This design comes from an exercise in tuning for small area on the open sky130 flow, not from production work. Function was checked by simulation only, so behaviour that the tests miss may differ from the original. No activity file was given, so power comes from the tool's default toggle rates.

### flow/run.sh
#!/bin/bash
# The standard layout (standard.sh) with three changes to how it is made:
# - synthesis maps the logic for area (ABC "dch; map -a", twice) instead of
#   ORFS's delay-oriented script; everything else in synthesis, and so every
#   register, stays as in the standard synthesis;
# - the port buffers use the smallest buffer cell;
# - clock tree synthesis uses clkbuf_8 leaf buffers of at most 12 sinks and
#   adds no dummy loads.
set -euo pipefail
here=$(pwd)
rm -rf "$here/scripts_area"
cp -r "$FLOW_HOME/scripts" "$here/scripts_area"
printf 'strash\ndch -f\nmap -a\nstrash\ndch -f\nmap -a\ntopo\n' > "$here/scripts_area/abc_speed.script"
export BUFFER_PORTS_ARGS="-buffer_cell sky130_fd_sc_hd__buf_1"
export CTS_ARGS="-sink_clustering_enable -repair_clock_nets -buf_list sky130_fd_sc_hd__clkbuf_8 -sink_clustering_size 12 -sink_clustering_max_diameter 100 -dont_use_dummy_load"
SCRIPTS_DIR="$here/scripts_area" bash standard.sh synth > synth.log 2>&1
bash standard.sh > standard.log 2>&1
### standard.sh
#!/bin/bash
# synth_recipe.tcl (not shown) runs the flow's synth.tcl, then flattens the netlist and writes it again
# the make line also repeats each setting of config.mk as NAME=value (left out here)
make -C /OpenROAD-flow-scripts/flow DESIGN_CONFIG=/design/flow/config.mk WORK_HOME=/design/flow/orfs CLKGATE_MAP_FILE= SYNTH_SCRIPT=/design/flow/synth_recipe.tcl "${@:-finish}"
### config.mk
export PLATFORM = sky130hd
export DESIGN_NAME = dcache_top
export DESIGN_NICKNAME = dcache_top
export VERILOG_FILES = /design/flow/design.v
export SDC_FILE = /design/flow/constraint.sdc
export NUM_CORES = 4
export LEC_CHECK = 0
export CAP_MARGIN = 20
export CORE_MARGIN = 2
export CORE_UTILIZATION = 40
export CTS_BUF_LIST = sky130_fd_sc_hd__clkbuf_8
export CTS_CLUSTER_DIAMETER = 100
export CTS_CLUSTER_SIZE = 30
export PLACE_DENSITY = 0.55
export SLEW_MARGIN = 20
### constraint.sdc
create_clock -name core_clock -period 16.0 [get_ports {clock}]
set_input_delay 3.2000 -clock core_clock [delete_from_list [all_inputs] [get_ports {clock}]]
set_output_delay 3.2000 -clock core_clock [all_outputs]
set_load 0.01 [all_outputs]
### design.v
`timescale 1ns/1ps
module dcache_top #(
    parameter int NUM_SETS = 4,
    parameter int NUM_WAYS = 4,
    parameter int QUEUE_DEPTH = 4
) (
    input  logic        clock,
    input  logic        reset,
    input  logic        access_valid,
    input  logic        access_write,
    input  logic [1:0]  access_size,
    input  logic [31:0] access_addr,
    input  logic [31:0] access_wdata,
    input  logic        mem_accept,
    input  logic [3:0]  mem_accept_tag,
    input  logic [3:0]  mem_resp_tag,
    input  logic [63:0] mem_resp_block,
    output logic        hit,
    output logic [31:0] rdata,
    output logic        mem_req_valid,
    output logic        mem_req_cmd,
    output logic [31:0] mem_req_addr,
    output logic [63:0] mem_req_block
);
    logic [26:0] tag_q [16];
    logic [63:0] data_q [16];
    logic [7:0]  age_q [16];
    logic [5:0]  lw_q [4];
    logic [15:0] v_q;
    logic [15:0] b_q;
    logic [15:0] d_q;
    logic [3:0]  mline_q [1:15];    
    logic [2:0]  cnt_q;
    logic [1:0]  hd_q;
    logic [1:0]  tl_q;
    logic [15:0] qidx_q;          
    logic [3:0]  qcmd_q;
    logic [26:0] stag_q [2];
    logic        swp_q;
    logic        srp_q;
    logic [1:0]  acc_set;
    logic [26:0] acc_tag;
    logic [3:0]  sdec;
    assign acc_set = access_addr[4:3];
    assign acc_tag = access_addr[31:5];
    assign sdec = 4'b0001 << acc_set;
    logic [26:0] st [4];
    logic [3:0]  sv, sb, sd;
    logic [3:0]  eq, hv, inf, emp, fe, old, vic;
    for (genvar w = 0; w < 4; w++) begin : g_view
        assign st[w] = ({27{sdec[0]}} & tag_q[w]) | ({27{sdec[1]}} & tag_q[4 + w])
                     | ({27{sdec[2]}} & tag_q[8 + w]) | ({27{sdec[3]}} & tag_q[12 + w]);
        assign sv[w] = |(sdec & {v_q[12 + w], v_q[8 + w], v_q[4 + w], v_q[w]});
        assign sb[w] = |(sdec & {b_q[12 + w], b_q[8 + w], b_q[4 + w], b_q[w]});
        assign sd[w] = |(sdec & {d_q[12 + w], d_q[8 + w], d_q[4 + w], d_q[w]});
        assign eq[w] = (st[w] == acc_tag);
        assign hv[w] = sv[w] & eq[w];
        assign inf[w] = sb[w] & eq[w];
        assign emp[w] = ~sv[w] & ~sb[w];
    end
    logic hit_any, in_flight, empty_found, has_victim, queue_space, start_miss, push_store;
    assign hit_any = |hv;
    assign in_flight = |inf;
    assign empty_found = |emp;
    assign has_victim = ~&sb;
    assign hit = access_valid & hit_any;
    assign fe[0] = emp[0];
    assign fe[1] = emp[1] & ~emp[0];
    assign fe[2] = emp[2] & ~emp[1] & ~emp[0];
    assign fe[3] = emp[3] & ~emp[2] & ~emp[1] & ~emp[0];
    logic [5:0] slw;
    assign slw = ({6{sdec[0]}} & lw_q[0]) | ({6{sdec[1]}} & lw_q[1])
               | ({6{sdec[2]}} & lw_q[2]) | ({6{sdec[3]}} & lw_q[3]);
    logic ge01, ge02, ge03, ge12, ge13, ge23;
    assign {ge23, ge13, ge12, ge03, ge02, ge01} = slw;
    assign old[0] = sv[0] & (~sv[1] | ge01) & (~sv[2] | ge02) & (~sv[3] | ge03);
    assign old[1] = sv[1] & (~sv[0] | ~ge01) & (~sv[2] | ge12) & (~sv[3] | ge13);
    assign old[2] = sv[2] & (~sv[0] | ~ge02) & (~sv[1] | ~ge12) & (~sv[3] | ge23);
    assign old[3] = sv[3] & (~sv[0] | ~ge03) & (~sv[1] | ~ge13) & (~sv[2] | ~ge23);
    assign vic = empty_found ? fe : old;
    assign queue_space = ~cnt_q[2] & ~(cnt_q[1] & cnt_q[0]);
    assign start_miss = access_valid & ~hit_any & ~in_flight & has_victim & queue_space;
    assign push_store = start_miss & ~empty_found & |(old & sd);
    logic [1:0] vway;
    assign vway = {vic[3] | vic[2], vic[3] | vic[1]};
    logic [26:0] vtag;
    assign vtag = ({27{old[0]}} & st[0]) | ({27{old[1]}} & st[1])
                | ({27{old[2]}} & st[2]) | ({27{old[3]}} & st[3]);
    logic [7:0] wsel;
    assign wsel = 8'b0000_0001 << {acc_set, access_addr[2]};
    logic [31:0] wrd [4];
    for (genvar w = 0; w < 4; w++) begin : g_rd
        always_comb begin
            wrd[w] = '0;
            for (int k = 0; k < 8; k++) begin
                wrd[w] = wrd[w] | ({32{wsel[k]}} & data_q[(k >> 1) * 4 + w][(k & 1) * 32 +: 32]);
            end
        end
    end
    assign rdata = ({32{hv[0]}} & wrd[0]) | ({32{hv[1]}} & wrd[1])
                 | ({32{hv[2]}} & wrd[2]) | ({32{hv[3]}} & wrd[3]);
    logic [7:0] be;
    always_comb begin
        case (access_size)
            2'd0: be = 8'b0000_0001 << access_addr[2:0];
            2'd1: be = 8'b0000_0011 << {access_addr[2:1], 1'b0};
            2'd2: be = 8'b0000_1111 << {access_addr[2], 2'b00};
            default: be = 8'b0000_0000;
        endcase
    end
    logic [63:0] wlane;
    for (genvar b = 0; b < 8; b++) begin : g_lane
        always_comb begin
            case (access_size)
                2'd0: wlane[b*8 +: 8] = access_wdata[7:0];
                2'd1: wlane[b*8 +: 8] = access_wdata[(b & 1) * 8 +: 8];
                default: wlane[b*8 +: 8] = access_wdata[(b & 3) * 8 +: 8];
            endcase
        end
    end
    logic        resp_any;
    logic [3:0]  rline;
    logic [15:0] clr, z;
    logic [15:0] rdec;
    assign resp_any = |mem_resp_tag;
    always_comb begin
        rline = 4'd0;
        for (int t = 1; t < 16; t++) begin
            rline = rline | ({4{mem_resp_tag == 4'(t)}} & mline_q[t]);
        end
    end
    assign rdec = resp_any ? (16'h0001 << rline) : 16'h0000;
    for (genvar L = 0; L < 16; L++) begin : g_line
        logic touch, wr, res, rfl;
        logic [7:0] wb;
        assign touch = hit & sdec[L / 4] & hv[L % 4];
        assign wr = touch & access_write;
        assign res = start_miss & sdec[L / 4] & vic[L % 4];
        assign rfl = rdec[L];
        assign wb = {8{wr}} & be;
        logic fb;
        assign fb = age_q[L][7] ^ age_q[L][5] ^ age_q[L][4] ^ age_q[L][3];
        assign z[L] = ~|age_q[L][6:0];    
        assign clr[L] = touch | rfl;
        always_ff @(posedge clock) begin
            if (reset) begin
                v_q[L] <= 1'b0;
                b_q[L] <= 1'b0;
            end else if (res) begin
                v_q[L] <= 1'b0;
                b_q[L] <= 1'b1;
            end else if (rfl) begin
                v_q[L] <= 1'b1;
                b_q[L] <= 1'b0;
            end
        end
        always_ff @(posedge clock) begin
            if (rfl) d_q[L] <= 1'b0;
            else if (wr) d_q[L] <= 1'b1;
            if (clr[L]) age_q[L] <= 8'h01;
            else age_q[L] <= {age_q[L][6:0], fb & ~z[L]};
            if (res) tag_q[L] <= acc_tag;
        end
        for (genvar b = 0; b < 8; b++) begin : g_byte
            logic hold;
            assign hold = ~(rfl | wb[b]);
            always_ff @(posedge clock) begin
                data_q[L][b*8 +: 8] <= ({8{rfl}} & mem_resp_block[b*8 +: 8])
                                     | ({8{wb[b]}} & wlane[b*8 +: 8])
                                     | ({8{hold}} & data_q[L][b*8 +: 8]);
            end
        end
    end
    for (genvar S = 0; S < 4; S++) begin : g_order
        for (genvar p = 0; p < 6; p++) begin : g_pair
            localparam int LO = (p < 3) ? 0 : (p < 5) ? 1 : 2;
            localparam int HI = (p < 3) ? p + 1 : (p < 5) ? p - 1 : 3;
            always_ff @(posedge clock) begin
                lw_q[S][p] <= clr[S*4 + HI]
                            | (~clr[S*4 + LO] & (lw_q[S][p] | z[S*4 + LO]));
            end
        end
    end
    logic [3:0] hidx;
    logic       hcmd;
    logic       pop;
    logic [3:0] nidx;
    assign hidx = qidx_q[{hd_q, 2'b00} +: 4];
    assign hcmd = qcmd_q[hd_q];
    assign mem_req_valid = (cnt_q != 3'd0);
    assign pop = mem_accept & mem_req_valid;
    assign nidx = {acc_set, vway};
    always_ff @(posedge clock) begin
        if (reset) begin
            cnt_q <= 3'd0;
            hd_q <= 2'd0;
            tl_q <= 2'd0;
            swp_q <= 1'b0;
            srp_q <= 1'b0;
        end else begin
            cnt_q <= cnt_q + {2'b00, push_store} + {2'b00, start_miss} - {2'b00, pop};
            if (pop) hd_q <= hd_q + 2'd1;
            tl_q <= tl_q + {1'b0, push_store} + {1'b0, start_miss};
            if (push_store) swp_q <= ~swp_q;
            if (pop && hcmd) srp_q <= ~srp_q;
        end
    end
    for (genvar e = 0; e < 4; e++) begin : g_entry
        logic at_tail, behind_tail;
        assign at_tail = (tl_q == 2'(e));
        assign behind_tail = (tl_q == 2'(e - 1));
        always_ff @(posedge clock) begin
            if (start_miss && (at_tail || (push_store && behind_tail))) begin
                qcmd_q[e] <= push_store && at_tail;
                qidx_q[4*e +: 4] <= nidx;
            end
        end
    end
    always_ff @(posedge clock) begin
        for (int i = 0; i < 2; i++) begin
            if (push_store && swp_q == 1'(i)) stag_q[i] <= vtag;
        end
        for (int t = 1; t < 16; t++) begin
            if (pop && !hcmd && mem_accept_tag == 4'(t)) mline_q[t] <= hidx;
        end
    end
    logic [15:0] hdec;
    assign hdec = 16'h0001 << hidx;
    always_comb begin
        logic [26:0] ltag;
        ltag = '0;
        mem_req_block = '0;
        for (int L = 0; L < 16; L++) begin
            ltag = ltag | ({27{hdec[L]}} & tag_q[L]);
            mem_req_block = mem_req_block | ({64{hdec[L]}} & data_q[L]);
        end
        mem_req_cmd = hcmd;
        mem_req_addr = {hcmd ? stag_q[srp_q] : ltag, hidx[3:2], 3'b000};
    end
endmodule
==> run notes, run 1 <==
The remaining global-route overflow is 0. The portion of the post-synthesis area used by sequential elements came out at 0.5191. The number of max-cap violations is 0. The internal power contribution is 9.053 mW. The first detailed-routing pass took 12 iterations. Counting flops with a built-in enable in the synthesized netlist gives 566. The detail route stage leaves a number of antenna-violating nets equal to 0. Clock tree synthesis inserted a total of about 170 buffers.

The core occupancy in the finished layout came out at 0.4487. The synthesis-to-layout area growth is 11.69%. The total detailed-routing wirelength came out at 476900 µm.

The count of different cell masters after synthesis came out at 45. The detailed-placement wirelength estimate is 282100 µm. Yosys attributes the largest share of cell area to dfxtp_1, edfxtp_1, o221ai_1. The data arrival at the endpoint of the critical path came out at 11.17 ns. The core area came out at 196800 µm². By count the netlist is led by nand2_1, clkinv_1, dfxtp_1, o221ai_1, o22ai_1. Setup repair after global routing left no endpoint under its margin. The accumulated negative setup slack is 0 ns. 274 I/O pins were placed.

Of the total power, the share spent switching nets is 0.4316. Among all cell types in the netlist, the one instantiated most often is nand2_1. The area occupied by registers came out at around 40000 µm². The count of buffers added by post-CTS timing repair for setup is 0. In this run the number of H-tree levels came out at 4. The fraction of layout instances using a drive strength above 1 is 0.06005. The die span in x is between 400 and 500 µm. CTS placed an instance of clkbuf_8 at the clock tree root. The clock transition at the register clock pins on the worst setup and hold paths after CTS came out at 0.08 ns. The number of vias per cell is 7.410.

The tightest min-delay check is of the reg -> reg type. After detailed routing, the wire length on met1 is 165400 µm. The number of hold-slack violations in the final timing report came out at 0. Along the worst hold path, the cell count comes to 2.

The met3 routed wirelength came out at between 70000 and 80000 µm. The longest clock path from root to sink contains 3 buffers. The share of total power dissipated in the clock network is 0.161. The placement row count is about 160.

The part of the power in combinational logic came out at 0.399. The number of gates resized after CTS was 0. The async set-or-reset flop fraction in the synthesized netlist is 0. The leakage power summed over all cells came out at 28.42 nW. The hold path startpoint is age_q[9][2]. The largest vdd supply drop came out at 0.1116 mV. Hold repair after CTS inserted 0 buffers. Counting the fill cells in the layout gives 19.21k. The part of the total power dissipated in sequential elements came out at 0.440. During synthesis, Yosys emitted a total of 9 warnings. At the worst endpoint, the required time is 12.80 ns. In the global route stage, overall resource usage came out at 0.4516.

The worst setup path is captured at a primary output. For this run, the leading register cell type out of synthesis is dfxtp_1. The worst register-to-register path begins at tag_q[9][0].

The floorplan step defined a die boundary enclosing 201200 µm². The number of cells on the worst reg-to-reg path came out at 17. The first global-routing pass estimated 645600 µm of wire. The run finished with no timing, DRC or antenna violations. Synthesis inferred 1767 register bits. The shortest clock period the worst path allows after layout came out at between 10 and 15 ns.

Along the worst path, the maximum fanout reaches 105. The critical path class is in -> out. Routability-driven placement finished with a final weighted congestion of 1.027. The minimum setup slack among reg-to-reg paths is 7.85 ns.

The post-synthesis instance area came out at 79060 µm². The number of antenna violations at the first check in global routing is 52. The startpoint type of the worst setup path is an input port.

For this block, the initial DRC count from the detailed router was between 15k and 20k. The synthesized area per cell is 9.257 µm². Summed over all nets, wire length on met2 after detailed routing comes to 187600 µm. The area share of the largest cell type after synthesis is 0.3041. The final-stage net count is 9342. Setup slack closes at 1.633 ns. In this run the power density over the cells is 180.4 nW/µm². The count of final max-slew check failures came out at 0. Setup violations remaining at the end of the flow were counted as 0. For this configuration, the core starts out at a cell density of 0.4017.

The top layer reached by signal wires is met5. For this run, the top clock speed supported by timing is roughly 70 MHz. The worst-case hold path end point is age_q[9][3].

In the final routed layout, each cell accounts on average for about 40 µm. The relative slew slack is 0.1459. The via count of the first global-routing pass was 80.20k. The clock sink count is 1767. In the routed design, unresolved DRC markers number 0. The CTS tree is yes.

The clock latency at the later pin of the worst-skew pair is around 1.1 ns. The post-route clock period utilization came out at 0.8979. The area used by multi-input combinational logic is 33970 µm². The total of buffers placed on input and output ports is 270. The post-route clock skew came out at 0.1633 ns. The total power consumption of the routed design is 15.93 mW. The die is 448.6 µm tall. Of all cell types, the one taking the most synthesized area is dfxtp_1. The instance count of the mapped netlist is 8541.

For this design the total switching power over the nets is between 6 and 7 mW. Entering global routing, the biggest net connects between 100 and 150 pins. The via count of the routed design is 88.10k. The slew at the pin closest to its max-slew limit came out at 1.281 ns. In this run the critical register-to-register path is captured at data_q[9][8]. The worst setup timing slack at the placement stage is 2.435 ns.
[cell families (layout without fill, tap and decap cells)]
| kind of cell | count (synthesis) | after routing | synth area share |
|---|---|---|---|
| compound gates | 2976 | 2976 | 0.2868 |
| xor+xnor | 72 | 72 | 0.007976 |
| fa+ha+maj | 4 | 4 | 0.0009179 |
| buf+inv | 1282 | 1932 | 0.06110 |
| flops | 1767 | 1767 | 0.5191 |
| mux | 2 | 2 | 0.0002532 |
| other cells | 1 | 59 | 0.00004743 |
| simple gates | 2437 | 2437 | 0.1238 |
[cell type report]
type                            instances  area share
Sequential cell                      1767      0.4647
Multi-Input combinational cell       5494      0.3847
Inverter                             1277     0.05476
Tap cell                             2640     0.03740
Timing Repair Buffer                  490     0.03113
Clock buffer                          165     0.02572
Antenna cell                           56    0.001587
[metrics by stage]
step                      std cells  instance area (µm²)  hold WS, ns
final                         11890                88310       0.3424
after global routing          11860                88220       0.3606
after CTS                     11830                88150       0.3506
after detailed placement      11670                85880       0.4116
after global placement        11670                85860       0.4052
after floorplan                8543                79070       0.4021
[placed cells by master, fill, tap and decap left out, drive strengths merged, types with 182 or more instances in the layout]
cell type,netlist,routed
a22oi,353,353
buf,5,487
a221oi,307,307
o21ai,182,182
dfxtp,1201,1201
o22ai,695,695
nand2,1659,1659
edfxtp,566,566
o221ai,993,993
clkinv,1277,1251
nor2,425,425
[how the worst max path moves through the flow]
stage / start / end / cells past startpoint
floorplan: access_addr[3] / rdata[10] / 8
global placement: access_addr[3] / rdata[8] / 18
detailed placement: access_addr[3] / rdata[8] / 18
CTS: access_addr[3] / rdata[8] / 18
global route: access_addr[3] / rdata[10] / 18
finish: access_addr[3] / rdata[10] / 18
[worst max-delay path: stages]
cell	delay, ns
buf_1	0.38
clkinv_1	0.28
nor2_4	0.18
buf_12	0.43
clkinv_1	0.90
o21ai_0	0.46
a221oi_1	0.13
a22oi_1	0.18
o211ai_1	0.12
a2111oi_0	0.50
nand4_1	0.20
nor2_1	0.17
nand2_1	0.17
nor2_4	0.11
buf_4	0.81
clkinv_1	1.27
o2111ai_1	1.20
buf_1	0.22
[per-layer routing]
layer  up-vias  global-route usage
li1      34350                   -
met1     41820              0.5427
met2      9011              0.6217
met3      2869              0.1914
met4        50              0.3743
met5         -            0.006629
[power groups by stage]
stage                     registers (mW)  logic [mW]  clock network [mW]
after CTS                           6.97        6.01                2.53
final                               7.01        6.35                2.57
after detailed placement            7.06        5.99                   0
after floorplan                     6.84        3.53                   0
after global routing                7.12        6.56                2.69
after global placement              7.05        5.91                   0
[flip-flops by register name (all words and copies together), names as in the netlist]
signal,flops
data_q,1024
tag_q,432
age_q,96
mline_q,60
stag_q,54
lw_q,24
b_q,16
d_q,16
qidx_q,16
v_q,16
qcmd_q,4
cnt_q,3
hd_q,2
tl_q,2
srp_q,1
swp_q,1
==> run 2: changes to the inputs <==
==> run.sh (new file) <==
#!/bin/bash
# synth_recipe.tcl (not shown) runs the flow's synth.tcl, then flattens the netlist and writes it again
# the make line also repeats each setting of config.mk as NAME=value (left out here)
make -C /OpenROAD-flow-scripts/flow DESIGN_CONFIG=/design/flow/config.mk WORK_HOME=/design/flow/orfs CLKGATE_MAP_FILE= SYNTH_SCRIPT=/design/flow/synth_recipe.tcl finish
--- a/config.mk
+++ b/config.mk
@@ -11,5 +11,5 @@
 export CTS_BUF_LIST = sky130_fd_sc_hd__clkbuf_8
 export CTS_CLUSTER_DIAMETER = 100
-export CTS_CLUSTER_SIZE = 30
+export CTS_CLUSTER_SIZE = 12
 export PLACE_DENSITY = 0.55
 export SLEW_MARGIN = 20
removed: flow/run.sh
removed: standard.sh
==> run notes, run 2 <==
The run finished with no timing, DRC or antenna violations. The highest fanout seen on the critical path is 65 (-38%). The number of vias per cell came out at 7.366 (-0.59%).

The worst hold-check slack came out at 0.4541 ns (+0.1116 ns). The final-stage net count came out at 8094 (-13%). The number of levels in the clock H-tree came out at 4 (unchanged). The arithmetic-cell share of the synthesized area counting full adders, half adders and majority gates came out at 0.0008525 (-0.00006538).

STA classifies the critical path endpoint as a primary output. The iteration-0 DRC count of the detailed router was 13.43k (-23%). The total power divided by cell area came out at 161.6 nW/µm² (-10%). The share of synthesized area spent on multiplexers was 0.05178 (+0.05153).

The number of detailed-route iterations in the first pass is 9 (-3). The layout filler cell count is 19.86k (+3.4%). The most used flip-flop cell after synthesis is dfxtp_1. The number of max-cap violations came out at 0 (unchanged). The worst setup timing slack at the placement stage is 3.646 ns (+1.211 ns).

The instance area at placement is 90690 µm² (+5.6%). The placement row count is 169 (+3.7%). The data arrival at the endpoint of the critical path is 9.35 ns (-1.82 ns). The core area came to 211900 µm² (+7.7%). The mean routed wirelength per cell came out at 39.69 µm (-1.1%). The final number of setup-violating endpoints came out at 0 (unchanged). The post-route clock skew came out at 0.07545 ns (-0.08783 ns).

The library cell used most frequently in the layout, excluding fill and tap cells, is dfxtp_1. The slowest stage of the critical path is the buf_4 cell. The total of buffers placed on input and output ports is 270 (unchanged). The flip-flop count of the largest register, all copies and words added is 1024 (unchanged).

The number of hold-slack violations in the final timing report was 0 (unchanged). The detailed-placement wirelength estimate came to 254700 µm (-9.7%). The number of antenna violations at the first check in global routing was 33 (-37%). After synthesis, the largest family of logic cells by area is compound AO/OA/AOI/OAI gates. The instance count of the mapped netlist is 8070 (-5.5%). The overall global routing resource usage is 0.3810 (-0.07064).

By count the netlist is led by dfxtp_1, a22o_1, a21o_1, clkbuf_1, edfxtp_1. Broken down by cell family, the worst path's largest delay share belongs to buffers and inverters. The leakage power summed over all cells is 36.88 nW (+30%). The share of synthesized cell area in and, or, nand and nor gates is 0.08182 (-0.04202). The relative slew slack is 0.1583 (+0.01241). The area enclosed by the die boundary is 216500 µm² (+7.6%). The count of buffering cells on the critical path with inverters included was 5 (-2). The top-level I/O count is 274 (unchanged). The count of final max-slew check failures was 0 (unchanged). The startpoint of the most critical register-to-register path is tag_q[14][16]. The hold path startpoint is age_q[1][1]. The count of buffers added by post-CTS timing repair for setup is 0 (unchanged).

The number of synthesized flops with an enable pin is 566 (unchanged). The count of hold-fix buffers inserted at cts came to 0 (unchanged). The cell depth of the worst setup path came out at 12 (-6). The setup slack of the critical path after layout is 3.455 ns (+1.822 ns). The async set-or-reset flop fraction in the synthesized netlist came out at 0 (unchanged).

The CTS tree is yes. The post-route clock period utilization is 0.7841 (-0.1139). The clock sink count was 1767 (unchanged). The pin count of the biggest net entering global routing is 67 (-37%).

The count of cells along the worst hold path is 1 (-1). Counting flops per register, the top entry is data_q. The required time at the endpoint of the critical path came to 12.80 ns (about the same). The buffer depth of the longest clock path came out at 3 (unchanged). The area share of the largest cell type after synthesis came out at 0.2824 (-0.02166).

Leaving out fill and tap cells, the most frequent cells in the layout are dfxtp_1, a22o_1, a21o_1, edfxtp_1, nand2_1. The global-route wire length before repair is 590800 µm (-8.5%). The synthesis-to-layout area growth is 9.768%. The highest layer touched by signal routing is met5. The die span in x is 465.3 µm (+3.7%). The residual antenna-violating net count after detailed routing came out at 0 (unchanged).

The most common cell in the synthesized netlist is dfxtp_1. Setup repair after global routing left no endpoint under its margin. The number of remaining DRC errors came out at 0 (unchanged). The remaining global-route overflow is 0 (unchanged). The startpoint type of the worst setup path is an input port. The last weighted congestion value of the routability-driven placer is 0.9542 (-7.1%).

The slew at the pin closest to its max-slew limit came out at 1.263 ns (-0.01861 ns). By area the synthesized netlist is led by dfxtp_1, edfxtp_1, a22o_1. The clock latency at the later pin of the worst-skew pair is 1.05 ns (-0.02 ns). The highest clock frequency the design can meet is 79.71 MHz (+15%). The initial standard-cell utilization of the core came out at 0.4018 (about the same).

The routed wire length on met2 came out at 172900 µm (-7.9%). The xor and xnor fraction of the mapped netlist area came out at 0.01420 (+0.006222). The post-route cell area is 93440 µm² (+5.8%). The height of the chip came out at 465.3 µm (+3.7%). The wire length on met1 was 162800 µm (-1.6%).

The total of flip-flops plus latches after synthesis is 1767 (unchanged). The critical path is of the in -> out type. The portion of the post-synthesis area used by sequential elements came out at 0.4821 (-0.03697). The met3 routed wirelength is 63750 µm (-14%). The largest vdd supply drop is 0.1228 mV (+10%). The count of different cell masters after synthesis came to 74 (+64%). The via count of the first global-routing pass is 75.33k (-6.1%). The most numerous cell type found on the critical path is buf_4.

The largest total area in the synthesized netlist belongs to dfxtp_1. The accumulated negative setup slack was 0 ns (unchanged). In this run the worst setup path begins at access_addr[3]. The number of gates resized after CTS is 0 (unchanged). The tightest min-delay check is of the reg -> reg type. The number of cells on the worst reg-to-reg path is 17 (unchanged). The shortest clock period the worst path allows after layout came out at 12.55 ns (-1.822 ns). In the final layout, the registers with the most flip-flops are data_q x1024, tag_q x432, age_q x96. The stage delay of the slowest cell on the critical path came to 0.83 ns (-0.44 ns). The clock transition at the register clock pins on the worst setup and hold paths after CTS came to 0.08 ns (about the same). The fraction of layout instances using a drive strength above 1 came out at 0.1052 (+0.04518).

The fraction of the mapped netlist area in compound gates came out at 0.3172 (+0.03040). The post-synthesis instance area is 85130 µm² (+7.7%). Walking the worst path, the cells encountered are buf_8 -> buf_4 -> mux4_2 -> xnor2_1 -> nand4_1 -> nor4_2 -> nand4_1 -> buf_4 -> buf_4 -> a31oi_1 -> or4_1 -> clkdlybuf4s50_1. The total detailed-routing wirelength came out at 430100 µm (-9.8%). The cell at the root of the clock tree is clkbuf_8.

The number of synthesis warnings came out at 9 (unchanged). The via count of the routed design came out at 79.82k (-9.4%). The number of buffers created by CTS came out at 165 (unchanged). The synthesized area per cell is 10.55 µm² (+14%).
[run 2: final cells by class]
class | count | area [µm²] | area share
antenna | 23 | 57.56 | 0.0006159
clock buffer | 165 | 2271 | 0.02430
clock inverter | 47 | 305.3 | 0.003267
inverter | 280 | 1051 | 0.01125
multi-input combinational | 5187 | 40210 | 0.4304
sequential | 1767 | 41040 | 0.4392
tap | 2821 | 3530 | 0.03777
timing repair buffer | 546 | 4974 | 0.05323
[run 2: logic make-up (layout without fill, tap and decap cells)]
kind of cell | count (synthesis) | count (layout)
flip-flops | 1767 | 1767
XOR/XNOR | 138 | 138
adder cells (fa/ha/maj) | 4 | 4
AO/OA/AOI/OAI | 3336 | 3336
multiplexers | 254 | 254
buffers and inverters | 1118 | 1038
other | 1 | 26
AND/OR/NAND/NOR | 1452 | 1452
[run 2: per-stage QoR]
| stage | power [mW] | util | cells |
|---|---|---|---|
| 2_1_floorplan | 9.698 | - | 8072 |
| 3_3_place_gp | 12.22 | 0.4277 | 10590 |
| 6_report | 15.10 | 0.4410 | 10840 |
| 4_1_cts | 14.84 | 0.4402 | 10810 |
| 3_5_place_dp | 12.29 | 0.4280 | 10600 |
| 5_1_grt | 15.58 | 0.4409 | 10830 |
[run 2: per-layer routing]
| layer | global-route usage | vias up |
|---|---|---|
| met1 | 0.5000 | 39410 |
| met5 | 0 | - |
| met4 | 0.2311 | 22 |
| met2 | 0.5301 | 7270 |
| li1 | - | 31300 |
| met3 | 0.1405 | 1816 |
[run 2: final timing paths]
path                  to  slack (ns)
min          age_q[1][2]        0.45
min reg2reg  age_q[1][2]        0.45
max             rdata[8]        3.45
max reg2reg     cnt_q[2]        9.88
[run 2: power breakdown]
part	switching (mW)	internal [mW]	leakage [nW]	total (mW)
clock	1.68	0.954	1.44	2.63
sequential	1.34	5.99	15.2	7.33
combinational	2.96	2.18	20.2	5.14
==> run 3: changes to the inputs <==
--- a/design.v
+++ b/design.v
@@ -28,10 +28,9 @@
     logic [5:0]  lw_q [4];
     logic [15:0] v_q;
-    logic [15:0] b_q;
-    logic [15:0] d_q;
+    logic [15:0] s_q;
     logic [3:0]  mline_q [1:15];    
-    logic [2:0]  cnt_q;
-    logic [1:0]  hd_q;
-    logic [1:0]  tl_q;
+    logic [2:0]  hd_q;            
+    logic [2:0]  tl_q;
+    logic [2:0]  cnt;
     logic [15:0] qidx_q;          
     logic [3:0]  qcmd_q;
@@ -52,10 +51,10 @@
                      | ({27{sdec[2]}} & tag_q[8 + w]) | ({27{sdec[3]}} & tag_q[12 + w]);
         assign sv[w] = |(sdec & {v_q[12 + w], v_q[8 + w], v_q[4 + w], v_q[w]});
-        assign sb[w] = |(sdec & {b_q[12 + w], b_q[8 + w], b_q[4 + w], b_q[w]});
-        assign sd[w] = |(sdec & {d_q[12 + w], d_q[8 + w], d_q[4 + w], d_q[w]});
+        assign sd[w] = |(sdec & {s_q[12 + w], s_q[8 + w], s_q[4 + w], s_q[w]});
+        assign sb[w] = ~sv[w] & sd[w];
         assign eq[w] = (st[w] == acc_tag);
         assign hv[w] = sv[w] & eq[w];
         assign inf[w] = sb[w] & eq[w];
-        assign emp[w] = ~sv[w] & ~sb[w];
+        assign emp[w] = ~sv[w] & ~sd[w];
     end
     logic hit_any, in_flight, empty_found, has_victim, queue_space, start_miss, push_store;
@@ -79,5 +78,6 @@
     assign old[3] = sv[3] & (~sv[0] | ~ge03) & (~sv[1] | ~ge13) & (~sv[2] | ~ge23);
     assign vic = empty_found ? fe : old;
-    assign queue_space = ~cnt_q[2] & ~(cnt_q[1] & cnt_q[0]);
+    assign cnt = tl_q - hd_q;
+    assign queue_space = ~cnt[2] & ~(cnt[1] & cnt[0]);
     assign start_miss = access_valid & ~hit_any & ~in_flight & has_victim & queue_space;
     assign push_store = start_miss & ~empty_found & |(old & sd);
@@ -146,16 +146,16 @@
             if (reset) begin
                 v_q[L] <= 1'b0;
-                b_q[L] <= 1'b0;
+                s_q[L] <= 1'b0;
             end else if (res) begin
                 v_q[L] <= 1'b0;
-                b_q[L] <= 1'b1;
+                s_q[L] <= 1'b1;
             end else if (rfl) begin
                 v_q[L] <= 1'b1;
-                b_q[L] <= 1'b0;
+                s_q[L] <= 1'b0;
+            end else if (wr) begin
+                s_q[L] <= 1'b1;
             end
         end
         always_ff @(posedge clock) begin
-            if (rfl) d_q[L] <= 1'b0;
-            else if (wr) d_q[L] <= 1'b1;
             if (clr[L]) age_q[L] <= 8'h01;
             else age_q[L] <= {age_q[L][6:0], fb & ~z[L]};
@@ -164,8 +164,10 @@
         for (genvar b = 0; b < 8; b++) begin : g_byte
             logic hold;
-            assign hold = ~(rfl | wb[b]);
+            logic wbx;
+            assign wbx = wb[b] & ~rfl;
+            assign hold = ~rfl & ~wbx;
             always_ff @(posedge clock) begin
                 data_q[L][b*8 +: 8] <= ({8{rfl}} & mem_resp_block[b*8 +: 8])
-                                     | ({8{wb[b]}} & wlane[b*8 +: 8])
+                                     | ({8{wbx}} & wlane[b*8 +: 8])
                                      | ({8{hold}} & data_q[L][b*8 +: 8]);
             end
@@ -186,20 +188,18 @@
     logic       pop;
     logic [3:0] nidx;
-    assign hidx = qidx_q[{hd_q, 2'b00} +: 4];
-    assign hcmd = qcmd_q[hd_q];
-    assign mem_req_valid = (cnt_q != 3'd0);
+    assign hidx = qidx_q[{hd_q[1:0], 2'b00} +: 4];
+    assign hcmd = qcmd_q[hd_q[1:0]];
+    assign mem_req_valid = (hd_q != tl_q);
     assign pop = mem_accept & mem_req_valid;
     assign nidx = {acc_set, vway};
     always_ff @(posedge clock) begin
         if (reset) begin
-            cnt_q <= 3'd0;
-            hd_q <= 2'd0;
-            tl_q <= 2'd0;
+            hd_q <= 3'd0;
+            tl_q <= 3'd0;
             swp_q <= 1'b0;
             srp_q <= 1'b0;
         end else begin
-            cnt_q <= cnt_q + {2'b00, push_store} + {2'b00, start_miss} - {2'b00, pop};
-            if (pop) hd_q <= hd_q + 2'd1;
-            tl_q <= tl_q + {1'b0, push_store} + {1'b0, start_miss};
+            if (pop) hd_q <= hd_q + 3'd1;
+            tl_q <= tl_q + {2'b00, push_store} + {2'b00, start_miss};
             if (push_store) swp_q <= ~swp_q;
             if (pop && hcmd) srp_q <= ~srp_q;
@@ -208,6 +208,6 @@
     for (genvar e = 0; e < 4; e++) begin : g_entry
         logic at_tail, behind_tail;
-        assign at_tail = (tl_q == 2'(e));
-        assign behind_tail = (tl_q == 2'(e - 1));
+        assign at_tail = (tl_q[1:0] == 2'(e));
+        assign behind_tail = (tl_q[1:0] == 2'(e - 1));
         always_ff @(posedge clock) begin
             if (start_miss && (at_tail || (push_store && behind_tail))) begin
==> run notes, run 3 <==
The flow ran to the end and the layout has no timing, DRC or antenna violations. The worst hold-check slack came out at 0.4347 ns (-0.01936 ns). The clock sink count was 1750 (-0.96%). The post-route clock skew is 0.08234 ns (+0.006895 ns). The critical path class is in -> out. The count of buffering cells on the critical path with inverters included is 5 (unchanged). Among all flip-flop cells after synthesis, the most frequent one is dfxtp_1. The shortest clock period the worst path allows after layout came out at 12.21 ns (-0.3347 ns).

The root buffer cell chosen for the clock tree is clkbuf_8. The worst setup timing slack at the placement stage came out at 3.991 ns (+0.3442 ns). The share of synthesized cell area in and, or, nand and nor gates came to 0.1036 (+0.02178).

The xor and xnor fraction of the mapped netlist area is 0.01429 (+0.00009536). In this design, the largest share of critical-path delay is due to buffers and inverters. The stage delay of the slowest cell on the critical path came to 0.84 ns (about the same). The pin count of the biggest net entering global routing was 129 (+93%).

The area enclosed by the die boundary came out at 221300 µm² (+2.2%). The instance area at placement came to 91520 µm² (+0.91%). The number of gates resized after CTS is 0 (unchanged).

In the layout the commonest cells are nand2_1, dfxtp_1, mux2i_1, o21ai_0, edfxtp_1. The highest clock frequency the design can meet is 81.90 MHz (+2.7%). The final-stage net count came out at 8539 (+5.5%). The number of synthesis warnings came out at 9 (unchanged).

Leaving out fill and tap cells, the most frequent cell in the layout is nand2_1. On the critical path, the stage with the largest delay is an instance of o221ai_1. The post-route cell area is 94200 µm² (+0.81%). The clock transition at the register clock pins on the worst setup and hold paths after CTS came out at 0.08 ns (about the same). The relative slew slack came out at 0.1197 (-0.03861). Walking the worst path, the cells encountered are buf_8 -> buf_12 -> mux4_2 -> xnor2_1 -> nand4_1 -> nor4_4 -> buf_4 -> nand4_1 -> buf_4 -> o221ai_1 -> clkdlybuf4s50_1. The highest fanout seen on the critical path came out at 110 (+69%). Setup repair after global routing left no endpoint under its margin. The accumulated negative setup slack came to 0 ns (unchanged). The top-level I/O count was 274 (unchanged). The number of antenna violations at the first check in global routing came out at 34 (+3.0%). The worst setup path is captured at a primary output. The portion of the post-synthesis area used by sequential elements is 0.4678 (-0.01434). The layout filler cell count is 20.45k (+3.0%).

The fraction of the mapped netlist area in compound gates came out at 0.2022 (-0.1150). The via count of the first global-routing pass came out at 72.41k (-3.9%). The setup slack of the critical path after layout came out at 3.789 ns (+0.3347 ns). The largest registers in the layout are data_q x1024, tag_q x432, age_q x96. The number of max-cap violations came out at 0 (unchanged). The total of buffers placed on input and output ports came out at 270 (unchanged).

The largest vdd supply drop came out at 0.1524 mV (+24%). The last weighted congestion value of the routability-driven placer is 0.9198 (-3.6%). The number of detailed-route iterations in the first pass is 9 (unchanged). The clock latency at the later pin of the worst-skew pair came out at 1.03 ns (-0.02 ns). The via count of the routed design came out at 77.41k (-3.0%).

The buffer depth of the longest clock path came to 3 (unchanged). The kind of path behind the tightest hold check is reg -> reg. The met2 demand-to-capacity share in global routing is 0.5109 (-0.01922). The count of buffers added by post-CTS timing repair for setup is 0 (unchanged). The met3 usage in global routing came out at 0.08428 (-0.05623). The synthesized area per cell is 10.04 µm² (-4.9%). The startpoint type of the worst setup path is an input port. The iteration-0 DRC count of the detailed router came to 12.48k (-7.1%). After synthesis, the cell types taking the most area are dfxtp_1, edfxtp_1, mux2i_1. dfxtp_1 takes more of the synthesized area than any other cell. The overall global routing resource usage is 0.3461 (-0.03485). The residual antenna-violating net count after detailed routing is 0 (unchanged). The initial standard-cell utilization of the core came out at 0.4015 (about the same). More flip-flops sit in one register than any other, and that register is data_q.

The number of vias per cell came out at 6.843 (-7.1%). The die span in x is 470.4 µm (+1.1%). The CTS tree is yes.

The post-route clock period utilization is 0.7632 (-0.02092). Relative to the synthesized area, the layout overhead comes to 8.261%. The async set-or-reset flop fraction in the synthesized netlist came out at 0 (unchanged). The final number of setup-violating endpoints came out at 0 (unchanged). After global routing, the most crowded layer is met2. The dominant combinational cell family by area after synthesis is compound AO/OA/AOI/OAI gates. The total power divided by cell area came out at 160.7 nW/µm² (-0.56%).

The number of buffers created by CTS came out at 164 (-0.61%). The flip-flop count of the largest register, all copies and words added came out at 1024 (unchanged). The instance count of the mapped netlist is 8669 (+7.4%). The global-route wire length before repair is 555100 µm (-6.0%). The count of hold-fix buffers inserted at cts came out at 0 (unchanged).

The height of the chip was 470.4 µm (+1.1%). The fraction of layout instances using a drive strength above 1 was 0.07967 (-0.02556). The area share of the largest cell type after synthesis is 0.2724 (-0.01002).

By count the netlist is led by dfxtp_1, nand2_1, mux2i_1, clkbuf_1, o21ai_0. The required time at the endpoint of the critical path came out at 12.80 ns (about the same). The mean routed wirelength per cell is 35.35 µm (-11%). The number of hold-slack violations in the final timing report came out at 0 (unchanged). The total detailed-routing wirelength was 399900 µm (-7.0%). The data arrival at the endpoint of the critical path is 9.01 ns (-0.34 ns). The number of levels in the clock H-tree came out at 4 (unchanged). The number of synthesized flops with an enable pin is 566 (unchanged). The remaining global-route overflow is 0 (unchanged).

The count of different cell masters after synthesis is 74 (unchanged). The global-route met1 utilization came out at 0.4579 (-0.04207). The arithmetic-cell share of the synthesized area counting full adders, half adders and majority gates was 0.001035 (+0.0001829). The leakage power summed over all cells came out at 36.17 nW (-1.9%).

The total of flip-flops plus latches after synthesis came out at 1750 (-0.96%). The count of final max-slew check failures is 0 (unchanged). The placement row count is 171 (+1.2%). The detailed-placement wirelength estimate came out at 229600 µm (-9.9%). The slew at the pin closest to its max-slew limit is 1.320 ns (+0.05792 ns). The post-synthesis instance area came out at 87010 µm² (+2.2%). The core area came out at 216700 µm² (+2.3%).

The number of remaining DRC errors was 0 (unchanged). The share of synthesized area spent on multiplexers came out at 0.1701 (+0.1183).
run 3: cell type report:
cell class                 count  area [µm²]  share of cell area
antenna                       23       57.56           0.0006110
inverter                       8       30.03           0.0003188
multi-input combinational   6020       43150              0.4581
tap                         2854        3571             0.03791
timing repair buffer         446        4146             0.04402
clock inverter                45       260.3            0.002763
clock buffer                 166        2285             0.02425
sequential                  1750       40700              0.4321
run 3: routing by layer:
metal	vias to the layer above	wire length, µm
li1	32070	-
met1	37660	153200
met2	6155	168400
met3	1498	50340
met4	22	27810
met5	-	131
run 3: path summary, 6_finish.rpt:
check | end | cells after the start | from | slack, ns
worst min register to register | age_q[8][3] | 1 | age_q[8][2] | 0.43
worst max register to register | tag_q[0][13] | 13 | tag_q[7][13] | 10.52
worst min-delay path | age_q[8][3] | 1 | age_q[8][2] | 0.43
worst max-delay path | rdata[3] | 11 | access_addr[3] | 3.79
run 3: kinds of logic (layout without fill, tap and decap cells):
| group | count (synthesis) | count (layout) |
|---|---|---|
| fa+ha+maj | 6 | 6 |
| other cells | 1 | 26 |
| simple gates | 1963 | 1963 |
| compound gates | 2606 | 2606 |
| buf+inv | 901 | 665 |
| xor+xnor | 142 | 142 |
| flops | 1750 | 1750 |
| mux | 1300 | 1300 |
run 3: report_power, final:
part / total (mW) / switching, mW / internal [mW]
Sequential: 7.20 / 1.23 / 5.97
Combinational: 5.34 / 3.19 / 2.15
Clock: 2.59 / 1.64 / 0.952
Total: 15.1 / 6.06 / 9.07
run 3: stage by stage:
stage,power [mW],instances,utilization
finish,15.14,11310,0.4346
global route,15.73,11300,0.4345
CTS,14.96,11290,0.4340
detailed placement,12.41,11080,0.4222
global placement,12.30,11070,0.4217
floorplan,9.806,8671,-
==> run 4: changes to the inputs <==
==> flow/run.sh (new file) <==
#!/bin/bash
# The standard layout (standard.sh) with three changes to how it is made:
# - synthesis maps the logic for area (ABC "dch; map -a", twice) instead of
#   ORFS's delay-oriented script; everything else in synthesis, and so every
#   register, stays as in the standard synthesis;
# - the port buffers use the smallest buffer cell;
# - clock tree synthesis uses clkbuf_8 leaf buffers of at most 12 sinks and
#   adds no dummy loads.
set -euo pipefail
here=$(pwd)
rm -rf "$here/scripts_area"
cp -r "$FLOW_HOME/scripts" "$here/scripts_area"
printf 'strash\ndch -f\nmap -a\nstrash\ndch -f\nmap -a\ntopo\n' > "$here/scripts_area/abc_speed.script"
export BUFFER_PORTS_ARGS="-buffer_cell sky130_fd_sc_hd__buf_1"
export CTS_ARGS="-sink_clustering_enable -repair_clock_nets -buf_list sky130_fd_sc_hd__clkbuf_8 -sink_clustering_size 12 -sink_clustering_max_diameter 100 -dont_use_dummy_load"
SCRIPTS_DIR="$here/scripts_area" bash standard.sh synth > synth.log 2>&1
bash standard.sh > standard.log 2>&1
==> standard.sh (new file) <==
#!/bin/bash
# synth_recipe.tcl (not shown) runs the flow's synth.tcl, then flattens the netlist and writes it again
# the make line also repeats each setting of config.mk as NAME=value (left out here)
make -C /OpenROAD-flow-scripts/flow DESIGN_CONFIG=/design/flow/config.mk WORK_HOME=/design/flow/orfs CLKGATE_MAP_FILE= SYNTH_SCRIPT=/design/flow/synth_recipe.tcl "${@:-finish}"
--- a/config.mk
+++ b/config.mk
@@ -11,5 +11,5 @@
 export CTS_BUF_LIST = sky130_fd_sc_hd__clkbuf_8
 export CTS_CLUSTER_DIAMETER = 100
-export CTS_CLUSTER_SIZE = 12
+export CTS_CLUSTER_SIZE = 30
 export PLACE_DENSITY = 0.55
 export SLEW_MARGIN = 20
removed: run.sh
==> run notes, run 4 <==
The detailed-placement wirelength estimate came out at 289200 µm (+26%). The remaining global-route overflow is 0 (unchanged). The number of gates resized after CTS came out at 0 (unchanged). The count of different cell masters after synthesis came out at 49 (-34%). The synthesized area per cell is 9.612 µm² (-4.2%). The highest-delay cell along the critical path is clkinv_1.

The number of synthesis warnings was 9 (unchanged). The clock transition at the register clock pins on the worst setup and hold paths after CTS is 0.07 ns (about the same). The instance count of the mapped netlist came out at 8072 (-6.9%). Setup repair after global routing left no endpoint under its margin. The iteration-0 DRC count of the detailed router was 18.35k (+47%). The clock sink count came out at 1750 (unchanged). The CTS tree is yes. The number of max-cap violations is 0 (unchanged).

The global-route wire length before repair is 638100 µm (+15%). The number of detailed-route iterations in the first pass is 13 (+4). The area enclosed by the die boundary is 197500 µm² (-11%). The via count of the routed design came out at 86.82k (+12%). The flow ran to the end and the layout has no timing, DRC or antenna violations.

The prevailing post-synth register cell is dfxtp_1. The clock latency at the later pin of the worst-skew pair is 1.08 ns (+0.05 ns). The number of buffers created by CTS is 164 (unchanged). The startpoint type of the worst setup path is an input port. The most frequent cell on the critical path is buf_4.

The pin count of the biggest net entering global routing is 102 (-21%). The async set-or-reset flop fraction in the synthesized netlist was 0 (unchanged). Walking the worst path, the cells encountered are buf_1 -> clkinv_1 -> nor2_4 -> buf_4 -> a22oi_1 -> o221ai_1 -> o22ai_1 -> a211oi_1 -> o2111ai_1 -> nor4_1 -> nand3_1 -> nor2_4 -> buf_4 -> clkinv_1 -> buf_4 -> o2111ai_1 -> buf_1. The post-route clock skew is 0.1679 ns (+0.08556 ns).

The last weighted congestion value of the routability-driven placer came out at 1.050 (+14%). The flip-flop count of the largest register, all copies and words added is 1024 (unchanged). Sorting the synthesized cells by area gives the leading types as dfxtp_1, edfxtp_1, o221ai_1. The relative slew slack came out at 0.05901 (-0.06066). The number of antenna violations at the first check in global routing came out at 49 (+44%). The total of buffers placed on input and output ports is 270 (unchanged). The leakage power summed over all cells is 29.17 nW (-19%). The count of hold-fix buffers inserted at cts is 0 (unchanged). The area share of the largest cell type after synthesis is 0.3055 (+0.03308). The post-synthesis instance area came out at 77590 µm² (-11%). The highest fanout seen on the critical path was 48 (-56%). The leading cell type by number of instances after synthesis is nand2_1. The number of hold-slack violations in the final timing report came out at 0 (unchanged). The number of vias per cell is 7.638 (+12%). The total power divided by cell area is 189.7 nW/µm² (+18%). The height of the chip came to 444.4 µm (-5.5%). The min-delay analysis places its worst path in the category reg -> reg. The final-stage net count came out at 8939 (+4.7%). The data arrival at the endpoint of the critical path came out at 10.15 ns (+1.14 ns). The count of non-filler cells in the finished layout is 11.37k (+0.49%). The total detailed-routing wirelength is 472900 µm (+18%). The mean routed wirelength per cell is 41.60 µm (+18%). The synthesis-to-layout area growth came out at 12.61%.

The largest registers in the layout are data_q x1024, tag_q x432, age_q x96. The die span in x is 444.4 µm (-5.5%). The worst setup path is captured at a primary output.

The fraction of layout instances using a drive strength above 1 is 0.08136 (+0.001693). The final number of setup-violating endpoints is 0 (unchanged). The setup slack of the critical path after layout is 2.655 ns (-1.135 ns). The worst setup timing slack at the placement stage came to 3.405 ns (-0.5860 ns). The highest clock frequency the design can meet is 74.93 MHz (-8.5%). The count of final max-slew check failures came out at 0 (unchanged). The layout filler cell count is 18.68k (-8.7%). The worst register-to-register path begins at tag_q[0][6]. The critical path is of the in -> out type. The number of levels in the clock H-tree came out at 4 (unchanged). The residual antenna-violating net count after detailed routing is 0 (unchanged).

The largest vdd supply drop is 0.1840 mV (+21%). The number of cells on the worst reg-to-reg path was 17 (+4). The count of buffers added by post-CTS timing repair for setup was 0 (unchanged). The stage delay of the slowest cell on the critical path came to 0.94 ns (+0.10 ns).

The root buffer cell chosen for the clock tree is clkbuf_8. The post-route clock period utilization is 0.8341 (+0.07092). The total instance count after detailed placement came out at 11.15k (+0.64%). The buffer depth of the longest clock path is 3 (unchanged). The register with the highest flop count is data_q. dfxtp_1 takes more of the synthesized area than any other cell. The placement row count is 161 (-5.8%). The count of cells along the worst hold path came out at 2 (+1). Ranked by instance count, the synthesized netlist is headed by nand2_1, dfxtp_1, a22oi_1, o221ai_1, clkinv_1.

The total of flip-flops plus latches after synthesis came out at 1750 (unchanged). The overall global routing resource usage is 0.4568 (+0.1107). The required time at the endpoint of the critical path is 12.80 ns (about the same).

The worst hold path begins at age_q[13][2]. The worst hold-check slack came to 0.3723 ns (-0.06239 ns). The core area came to 192600 µm² (-11%). The most frequent standard cell in the layout excluding fill and tap cells is nand2_1. The number of synthesized flops with an enable pin came out at 566 (unchanged).

The shortest clock period the worst path allows after layout is 13.35 ns (+1.135 ns). The portion of the post-synthesis area used by sequential elements came out at 0.5246 (+0.05681). The initial standard-cell utilization of the core is 0.4029 (+0.001428). The number of remaining DRC errors came out at 0 (unchanged). The via count of the first global-routing pass came out at 79.44k (+9.7%). The top-level I/O count is 274 (unchanged). Tracing the worst setup path back leads to its startpoint at access_addr[4]. The slew at the pin closest to its max-slew limit is 1.411 ns (+0.09100 ns). The library cells used most frequently in the layout, excluding fill and tap cells, are nand2_1, dfxtp_1, a22oi_1, o221ai_1, clkinv_1.
[run 4: final cells by class]
cell class / instances / area [µm²] / area share
Inverter: 747 / 2824 / 0.03232
Timing Repair Buffer: 555 / 3246 / 0.03715
Tap cell: 2526 / 3161 / 0.03617
Sequential cell: 1750 / 40700 / 0.4658
Multi-Input combinational cell: 5572 / 35050 / 0.4012
Clock buffer: 164 / 2257 / 0.02583
Antenna cell: 53 / 132.6 / 0.001518
[run 4: stage by stage]
| step | utilization | area [µm²] | TNS (ns) | total power [mW] |
|---|---|---|---|---|
| after floorplan | - | 77610 | -0.02795 | 10.54 |
| after global placement | 0.4407 | 84880 | 0 | 13.52 |
| after detailed placement | 0.4409 | 84910 | 0 | 13.61 |
| after CTS | 0.4526 | 87170 | 0 | 16.05 |
| after global routing | 0.4532 | 87270 | 0 | 16.98 |
| final | 0.4537 | 87370 | 0 | 16.57 |
[run 4: worst max-delay path, delay by kind of cell]
family / cells / cell delay (ns)
buffers and inverters: 7 / 3.64
AND/OR/NAND/NOR: 4 / 1.79
AO/OA/AOI/OAI: 6 / 1.36
[run 4: cell families (layout without fill, tap and decap cells)]
family | count (synthesis) | after routing | synth area share
other cells | 1 | 56 | 0.00004833
mux | 2 | 2 | 0.0002580
xor+xnor | 70 | 70 | 0.007902
buf+inv | 752 | 1466 | 0.03662
flops | 1750 | 1750 | 0.5246
fa+ha+maj | 6 | 6 | 0.001161
simple gates | 2202 | 2202 | 0.1170
compound gates | 3289 | 3289 | 0.3124
[run 4: routing by layer]
metal / vias up / global-route usage / share of wire
li1: 33510 / - / -
met1: 41530 / 0.5346 / 0.34
met2: 8936 / 0.6374 / 0.40
met3: 2795 / 0.2046 / 0.16
met4: 52 / 0.3787 / 0.11
met5: - / 0.009035 / 0.0012
[run 4: path summary, 6_finish.rpt]
check / slack (ns) / end
hold / removal: 0.37 / age_q[13][3]
hold reg to reg: 0.37 / age_q[13][3]
setup reg to reg: 7.74 / data_q[10][45]
setup / recovery: 2.65 / rdata[27]
[run 4: where the power goes]
part / switching [mW] / internal (mW)
clock: 1.62 / 0.912
sequential: 1.50 / 6.18
combinational: 4.34 / 2.02
total: 7.45 / 9.12

separate check: timing with driven ports:
How much do the figures lean on ideal ports? The routed layouts below were timed once more, with nothing changed but the port constraints.
Step 1 assumes that a clkbuf_16 drives the clock port and a buf_2 every other input.
Step 2 times the ports against the registers' clock, not the clock port: input delays grow and output delays shrink by t, the midpoint of the rising clock arrivals with the driver on.
Three values: ideal, step 1, step 2; two values: the first two.
| run | shift t [ns] | setup WS [ns] | worst data-port slew with drivers (ns) |
|---|---|---|---|
| run 1 | 1.074 | 1.633 / 1.608 / 1.608 | 0.27 |
| run 2 | 1.103 | 3.455 / 3.394 / 3.394 | 0.22 |
| run 3 | 1.081 | 3.789 / 3.739 / 3.739 | 0.26 |
| run 4 | 1.084 | 2.655 / 2.591 / 2.591 | 0.30 |
After both steps setup and hold are still met in every run listed. For run 4, which loses most, drivers alone change the setup slack by -0.064 ns; drivers and shift together by -0.064 ns.
